Source: an optimization exercise on an open RTL-to-GDS flow (aim: small area, a short achievable clock period and few clock cycles). Production flows keep margins and buffers that such runs may drop. Where RTL was checked, it was by simulation tests only, not by an equivalence proof against the original. Power figures rest on the tool's default switching activity, not on a simulated workload.

== alpha ==
==> flow/design.v (excerpt) <==
module instruction_hazard_detector_top (
   input  wire logic                       clock,
   input  wire logic                       reset,
   input  wire logic                       req_valid,
   output logic                            req_stall,
   input  wire logic                       req_start_program,
   input  wire logic [hdc_pkg::REG_W-1:0]  req_dest_reg,
   input  wire logic                       req_dest_present,
   input  wire logic [hdc_pkg::REG_W-1:0]  req_src_a_reg,
   input  wire logic                       req_src_a_present,
   input  wire logic [hdc_pkg::REG_W-1:0]  req_src_b_reg,
   input  wire logic                       req_src_b_present,
   output logic                            rsp_valid,
   input  wire logic                       rsp_stall,
   output logic [hdc_pkg::KIND_W-1:0]      rsp_dep_kind,
   output logic [hdc_pkg::OIDX_W-1:0]      rsp_earlier_index,
   output logic [hdc_pkg::OIDX_W-1:0]      rsp_later_index,
   output logic [hdc_pkg::REG_W-1:0]       rsp_shared_reg,
   output logic                            rsp_last_result
);
clock: 4.5 ns
lec_check: 0
abc_clock_period_in_ps: 2000
cap_margin: 20
core_margin: 2
core_utilization: 50
setup_slack_margin: 2.5
slew_margin: 20
tns_end_percent: 0
run.sh (not shown) runs the stock make flow with config.mk's settings and CLKGATE_MAP_FILE= SYNTH_SCRIPT=/design/flow/synth_recipe.tcl, a recipe that flattens the netlist after the stock synthesis.
alpha: PASS, flow complete, no timing, DRC or antenna violations
Setup changes, alpha to beta
-- flow/design.v --
<<< alpha, line 142
   end
   always_comb begin
      logic [63:0] ha, hm, pa, pm, pt;
      ha = 64'(qhits_ff);
      hm = '0;
      pa = 64'(pend_ff);
      pm = '0;
      pt = '0;
      for (int l = 1; l <= 6; l++) begin
         for (int j = 0; j < (64 >> l); j++) begin
            hm[j] = hm[2*j] | hm[2*j+1] | (ha[2*j] & ha[2*j+1]);
            ha[j] = ha[2*j] | ha[2*j+1];
>>> beta, line 142
   end
   always_comb begin
      logic [D-1:0] ha, hm, pa, pm, pt;
      for (int i = 0; i < D; i++) begin
         logic h0, h1, h2, p0, p1, p2;
         {h2, h1, h0} = qhits_ff[3*i +: 3];
         {p2, p1, p0} = pend_ff[3*i +: 3];
         ha[i] = h0 | h1 | h2;
         hm[i] = (h0 & h1) | (h0 & h2) | (h1 & h2);
         pa[i] = pany_ff[i];
         pm[i] = (p0 & p1) | (p0 & p2) | (p1 & p2);
         pt[i] = p0 & p1 & p2;
      end
      for (int l = 1; l <= 4; l++) begin
         for (int j = 0; j < (D >> l); j++) begin
            hm[j] = hm[2*j] | hm[2*j+1] | (ha[2*j] & ha[2*j+1]);
            ha[j] = ha[2*j] | ha[2*j+1];
### Flow results
Data arrival time of the critical path essentially unchanged between beta and alpha. Per the comparison of beta with alpha, clock latency on the worst-skew pair ~0 delta; actual transition at the worst max-transition pin -54 ps. In terms of fraction of area in clock buffers and inverters, beta and alpha differ only marginally. In beta, the via count came out 4.3% below the value in alpha. The final area in beta was lower than what alpha gave. As far as combinational group share of total power is concerned, beta and alpha perform about the same.
Function was not checked in any run of this note: the RTL went through the layout flow alone.

--- another note on this design; it stands on its own ---

## instruction_hazard_detector_top
module instruction_hazard_detector_top (
   input  wire logic                       clock,
   input  wire logic                       reset,
   input  wire logic                       req_valid,
   output logic                            req_stall,
   input  wire logic                       req_start_program,
   input  wire logic [hdc_pkg::REG_W-1:0]  req_dest_reg,
   input  wire logic                       req_dest_present,
   input  wire logic [hdc_pkg::REG_W-1:0]  req_src_a_reg,
   input  wire logic                       req_src_a_present,
   input  wire logic [hdc_pkg::REG_W-1:0]  req_src_b_reg,
   input  wire logic                       req_src_b_present,
   output logic                            rsp_valid,
   input  wire logic                       rsp_stall,
   output logic [hdc_pkg::KIND_W-1:0]      rsp_dep_kind,
   output logic [hdc_pkg::OIDX_W-1:0]      rsp_earlier_index,
   output logic [hdc_pkg::OIDX_W-1:0]      rsp_later_index,
   output logic [hdc_pkg::REG_W-1:0]       rsp_shared_reg,
  ...
clock: 4.5 ns
lec_check: 0
abc_clock_period_in_ps: 2200
cap_margin: 20
core_margin: 2
core_utilization: 60
setup_slack_margin: 2.2
slew_margin: 20
tns_end_percent: 0
run.sh (not shown) runs the stock make flow with config.mk's settings and CLKGATE_MAP_FILE= SYNTH_SCRIPT=/design/flow/synth_recipe.tcl, a recipe that flattens the netlist after the stock synthesis.
The baseline passed the timing, DRC and antenna checks.
Testbench counts at the start, summed over its fixed seeds: cycles 6,807.
Then changed:
--- a/flow/config.mk
+++ b/flow/config.mk
@@ -8 +7,0 @@
-export ABC_CLOCK_PERIOD_IN_PS = 2200
@@ -11,2 +10,2 @@
-export CORE_UTILIZATION = 60
-export SETUP_SLACK_MARGIN = 2.2
+export CORE_UTILIZATION = 40
+export SETUP_SLACK_MARGIN = 1.5
@@ -14 +12,0 @@
-export TNS_END_PERCENT = 0
=> The changed run passed the timing, DRC and antenna checks; routed wire length decreases by a little under a tenth; total power decreases slightly; clock skew increases by 0.022 ns; setup slack loses 0.19 ns.
Then changed:
--- a/flow/config.mk
+++ b/flow/config.mk
@@ -7,0 +8 @@
+export ABC_CLOCK_PERIOD_IN_PS = 2200
@@ -11 +12 @@
-export SETUP_SLACK_MARGIN = 1.5
+export SETUP_SLACK_MARGIN = 2.2
Via count increases by about 3%.
Synthesized area does not change.
Sequential share of layout area decreases by 2.9 points.
Maximum frequency increases by about 6%.
Then changed:
--- a/flow/config.mk
+++ b/flow/config.mk
@@ -11,0 +12,2 @@
+export CTS_BUF_LIST = sky130_fd_sc_hd__clkbuf_4 sky130_fd_sc_hd__clkbuf_8
+export CTS_CLUSTER_SIZE = 30
Effect: The changed run finished clean. Setup slack gets worse by 0.038 ns. Routed wire length stays flat. Global-route usage rises by 0.17 points. Sequential power hardly moves. Final cell count rose slightly. Utilization goes down by 0.61 points. Critical path depth stays the same. Non-clock buffer count came out lower by 19. Via count goes up slightly. Die area is unchanged.

[port drivers added, routing unchanged]
The flow's constraints put no driver on any port. The routed layouts listed below were extracted and timed again, unchanged, in two steps. Step 1: set_driving_cell puts a clkbuf_16 on clock and a buf_2 on each other input, an assumption about the parent block. Step 2 times the ports against the registers' clock, not the clock port: input delays grow and output delays shrink by t, the midpoint of the rising clock arrivals with the driver on. a / b / c = ideal / step 1 / step 2; a / b = the first two.
run	t (ns)	slack for setup (ns)	worst hold slack (ns)	worst setup path at the end	cell pins on the clock port's net
alpha	0.655	1.970 / 1.970 / 1.322	0.418 / 0.418 / 0.418	input to register	1
beta	0.671	1.969 / 1.969 / 1.438	0.417 / 0.417 / 0.417	input to register	1
the first run of note 2	0.633	1.720 / 1.646 / 1.013	0.522 / 0.522 / 0.522	input to register	1
the second run of note 2	0.639	1.530 / 1.548 / 0.909	0.509 / 0.509 / 0.509	input to register	1
the third run of note 2	0.639	1.703 / 1.699 / 1.059	0.529 / 0.529 / 0.529	input to register	1
the fourth run of note 2	0.706	1.665 / 1.665 / 1.022	0.512 / 0.481 / 0.512	input to register	1
After both steps every run listed still meets setup and hold. The setup slack of the first run of note 2, which loses most, moves by -0.074 ns with the drivers and by -0.707 ns with both steps.
